What follows belongs to an exercise in optimizing a design on an open flow for small area and a short achievable clock period; a production flow would make more cautious choices. No run shown here included a check of the RTL's function; only the layout flow was run.

==> flow/design.v (outline; a module is shown in full before it is edited, if it fits) <==
// module pipe_delay: 16 lines
// module recip_table: 24 lines
// module recover_chan: 10 lines
// module dehaze_top: 1353 lines
module dehaze_top #(
    parameter int image_pixels = (512 * 512)
) (
    input  logic         clk,
    input  logic         rst,
    input  logic         in_valid,
    input  logic [215:0] window,
    input  logic [23:0]  light,
    input  logic [47:0]  inv_light,
    output logic [23:0]  pixel_out,
    output logic         out_valid,
    output logic         done
);
  // ...
==> flow/run.sh <==
#!/bin/bash
# synth_recipe.tcl (not shown) runs the flow's synth.tcl, then flattens the netlist and writes it again
# the make line also repeats each setting of config.mk as NAME=value (left out here)
make -C /OpenROAD-flow-scripts/flow DESIGN_CONFIG=/design/flow/config.mk WORK_HOME=/design/flow/orfs CLKGATE_MAP_FILE= SYNTH_SCRIPT=/design/flow/synth_recipe.tcl finish
==> flow/config.mk <==
export PLATFORM = sky130hd
export DESIGN_NAME = dehaze_top
export DESIGN_NICKNAME = dehaze_top
export VERILOG_FILES = /design/flow/design.v
export SDC_FILE = /design/flow/constraint.sdc
export NUM_CORES = 4
export LEC_CHECK = 0
export CAP_MARGIN = 20
export CORE_MARGIN = 2
export CORE_UTILIZATION = 40
export SLEW_MARGIN = 20
==> flow/constraint.sdc <==
create_clock -name core_clock -period 9.0 [get_ports {clk}]
set_input_delay 1.8000 -clock core_clock [delete_from_list [all_inputs] [get_ports {clk}]]
set_output_delay 1.8000 -clock core_clock [all_outputs]
set_load 0.01 [all_outputs]
==> out/qor.txt, run 1 <==
XOR/XNOR share of the synthesized area: 0.0244
Skew-Pair Late Insertion Delay: 0.65 ns
buffering overhead: 0.0851
Routed WL per cell: 25.5 um
met3 wire len: 19.6 mm
global-route track usage on met1: 0.390
Layout Utilization: 0.469
met1 WL: 64.8 mm
crit path from: window[17]
Clock Path Buffers: 3
cell total after placement: 6141
outcome: no timing/DRC/antenna violations
Synth warnings: 10
Largest register FFs: 132
Multi-input gate area: 0.0279 mm^2
Syn Nets: 5598
tap cell count: 1357
DIE HEIGHT: 322 um
Multi-In Gates: 3227
Setup crit end kind: register
Nets: 5796
Most used DFF post-synth: dfxtp_1
Synth Area in Adders: 0.270
most frequent CP cell: fa_1
WHS Endpoint: r_sel.dout[41]$_DFF_P_
nonclk buf count: 428
Overall Global Routing Usage: 0.304
combinational family with the most area after synthesis: adder cells
==> run 2, diff against run 1 <==
--- a/flow/design.v
+++ b/flow/design.v
@@ -71,19 +71,19 @@
     output logic [23:0]  pixel_out,
     output logic         out_valid,
     output logic         done
 );
     localparam bit c_sum  = 1'b1;    
     localparam bit c_mean = 1'b0;   
     localparam bit c_sel  = 1'b1;    
     localparam bit c_dark = 1'b1;   
-    localparam bit c_rom  = 1'b1;    
+    localparam bit c_rom  = 1'b0;    
     localparam bit c_q    = 1'b1;      
-    localparam bit c_out  = 1'b1;    
+    localparam bit c_out  = 1'b0;    
     localparam int lat = c_sum + c_mean + c_sel + c_dark + c_rom + c_q + c_out;
     localparam int cnt_w = $clog2(image_pixels + 1);
     logic [11:0] sum_r1, sum_g1, sum_b1;
     logic [47:0] il1, il2;
     logic [23:0] p1, a1, p2, a2, p3, a3, p4, a4, a5, a6;
     logic [7:0]  mean_r2, mean_g2, mean_b2;
     logic [7:0]  m3;
     logic [15:0] il3;
==> out/qor.txt, run 2 <==
outcome: no timing/DRC/antenna violations
biggest area consumer among synthesized cells: fa_1
met3 wire len: 22.6 mm (+15%)
number of buffers created by CTS: 40
Fin Hold WS: 0.304 ns
Setup TNS Final: 0 ns
number of max-cap violations: 0
Max Clk Rate: 117 MHz
crit share post-route: 0.951
drc violations: 0
# IOs: 317
FFs w/ async S/R, synth: 0.0716
total clock sinks: 335
post_cts resized: 0
most numerous cell in the Yosys netlist: inv_1
DRT Pass-1 Iters: 11
Largest Register: r_sum.dout
cell total after placement: 6474 (+5.4%)
vias per inst: 6.06
biggest regs: r_sum.dout (132), r_sel.dout (72), r_dark.dout (56)
Worst EP arrival: 9.08 ns
Slew Limit Fails: 0
Req. time, crit path: 9.52 ns
Skew-Pair Late Insertion Delay: 0.64 ns (about the same)
initial DRC count: 5181
Clock Path Buffers: 3 (unchanged)
XOR/XNOR share of the synthesized area: 0.0272 (+0.00284)
die area: 0.0996 mm^2
Slowest-stage cell, CP: dfxtp_2
uppermost layer routed: met5
Fill cells: 9459
mapped cell area: 0.0388 mm^2
Yosys cell types: 105
commonest non-fill, non-tap cell in the layout: inv_1
Port Buffers: 316
DIE HEIGHT: 316 um (-2.1%)
worst rel slew slack: 0.107
CTS tree: done
fin crit period: 8.56 ns
met1 WL: 70.1 mm (+8.3%)
most frequent cells in the layout: inv_1, a21oi_1, fa_1, buf_4, nand2_1
fraction of layout cells with a size suffix above 1: 0.0994
Final Hold Viols: 0
Simple-Gate Fraction of Synth Area: 0.168
initial antenna violation count: 17
Tightest Pin Transition: 1.34 ns
Area after DPL: 0.0452 mm^2
post-cts hold buffer count: 0
Met2 Wirelength: 72.5 mm
Synth Area in Adders: 0.282 (+0.0118)
Routed WL per cell: 27.1 um (+6.3%)
combinational family with the most area after synthesis: adder cells
final setup vio count: 0
Hold WC Path Type: register to register
clk root buf: clkbuf_16
Syn Nets: 5820 (+4.0%)
Synth Area in Compound Gates: 0.226
number of synthesized register bits: 335
Overall Global Routing Usage: 0.353 (+0.0493)
clk_skew: 0.0283 ns
vias in the first global route: 38700
Synth warnings: 8 (-2)
Critical Path Start Type: register
setup bufs post-CTS: 0
Final Instance Area: 0.0467 mm^2
cell row count: 114
post-synthesis cell count: 4861
Max FO, Critical Path: 35
clk slew on worst S/H paths: 0.06 ns
critical path class: register to register
Layout area overhead: 20.3%
starting density of the core: 0.403
Nets: 6202 (+7.0%)
synth top area cells: fa_1, dfxtp_1, ha_1
Routed Antenna Nets: 0
Routability Congestion: 1.22
Post-synth EDFFs: 0
global route total overflow: 0
core area: 0.0964 mm^2
Setup crit end kind: register
Crit path largest cell delay: 0.87 ns
Detail Placement HPWL: 136 mm
first-pass GRT wire length: 259 mm
unrepaired setup endpoints after global routing: false
register area share after synthesis: 0.176
Most used DFF post-synth: dfxtp_1
Final Non-Filler Cells: 6551
mux cell area share after synthesis: 0.0171
Die X: 316 um
Largest register FFs: 132 (unchanged)
DR vias: 39700
share of Yosys cell area claimed by the top area cell type: 0.177
Syn Area/Cell: 7.99 um^2
largest net degree at the start of global routing: 64
Detailed Route WL: 178 mm
H-tree level count: 2
synth cell count leaders: inv_1, a21oi_1, fa_1
## run 2: cell types whose count changed after synthesis, sizes merged, moves of 30 or more
cell | previous run | this run
nand2 | 268 | 338
a22o | 95 | 11
o21ai | 205 | 265
mux2 | 226 | 12
buf | 71 | 103
o22ai | 72 | 116
nor2 | 218 | 332
a21o | 64 | 94
dfxtp | 418 | 311
a22oi | 113 | 54
a21oi | 273 | 402
a211oi | 30 | 70
## run 2: area by class of cell
cell class	count	area, um^2	area share
Antenna cell	2	5.00	0.000107
Clock buffer	50	1120	0.0239
Clock inverter	22	379	0.00811
Inverter	695	2610	0.0558
Multi-Input combinational cell	3504	28300	0.605
Sequential cell	335	6840	0.146
Tap cell	1276	1600	0.0342
Timing Repair Buffer	667	5910	0.127
## run 2: cell families after synthesis
kind of cell	Yosys count
AO/OA/AOI/OAI	1375
XOR/XNOR	119
adder cells (fa/ha/maj)	668
buffers and inverters	1022
flip-flops	335
multiplexers	65
AND/OR/NAND/NOR	1277
## run 2: final timing paths
check	start	endpoint	slack, ns	cells past startpoint
worst max-delay path	r_dark.dout[52]$_SDFF_PP1_	r_q.dout[42]$_SDFF_PP1_	0.44	28
worst min-delay path	r_sel.dout[14]$_DFF_P_	r_dark.dout[14]$_DFF_P_	0.30	0
worst max register to register	r_dark.dout[52]$_SDFF_PP1_	r_q.dout[42]$_SDFF_PP1_	0.44	28
worst min register to register	r_sel.dout[14]$_DFF_P_	r_dark.dout[14]$_DFF_P_	0.30	0
max in group asynchronous	rst	vpipe[2]$_DFF_PP0_	6.78	2
min in group asynchronous	rst	pixel_count[5]$_DFFE_PP0P_	1.68	2
## run 2: per-layer routing
metal  vias to the layer above  GRT usage
li1                      17500          -
met1                     18900      0.442
met2                      2572      0.514
met3                       741      0.144
met4                        20      0.194
met5                         -     0.0114
## run 2: through the flow
step           worst slack [ns]  utilization
2_1_floorplan              2.06            -
3_3_place_gp              0.818        0.468
3_5_place_dp              0.961        0.468
4_1_cts                   0.976        0.484
5_1_grt                   0.406        0.485
6_report                  0.439        0.485
## run 2: critical path: cells and delay by family, from the launching register on
| family | cells | cell delay [ns] |
|---|---|---|
| flip-flops | 1 | 0.87 |
| adder cells (fa/ha/maj) | 3 | 1.20 |
| AND/OR/NAND/NOR | 10 | 3.74 |
| AO/OA/AOI/OAI | 11 | 1.82 |
| buffers and inverters | 4 | 0.76 |

static timing again, ports no longer ideal:
How much do the figures lean on ideal ports? The routed layouts below were timed once more, with nothing changed but the port constraints. Step 1: set_driving_cell puts a clkbuf_16 on clk and a buf_2 on each other input, an assumption about the parent block. Step 2 moves the port delays by t, midway between the first and last clock arrival at a register: inputs arrive t later, outputs are due t later. That takes back most of the time a late clock gives input paths. Slacks: ideal ports / drivers / drivers and shift; pairs: ideal ports / drivers.
| run | shift t [ns] | setup slack, ns | slew at the worst register clock pin (ns) | cell pins on the clock port's net |
|---|---|---|---|---|
| run 1 | 0.694 | 2.583 / 2.630 / 1.936 | 0.07 / 0.07 | 1 |
| run 2 | 0.700 | 0.439 / 0.439 / 0.439 | 0.06 / 0.06 | 1 |
After both steps every run listed still meets setup and hold. For run 1, which loses most, drivers alone change the setup slack by +0.047 ns; drivers and shift together by -0.647 ns.
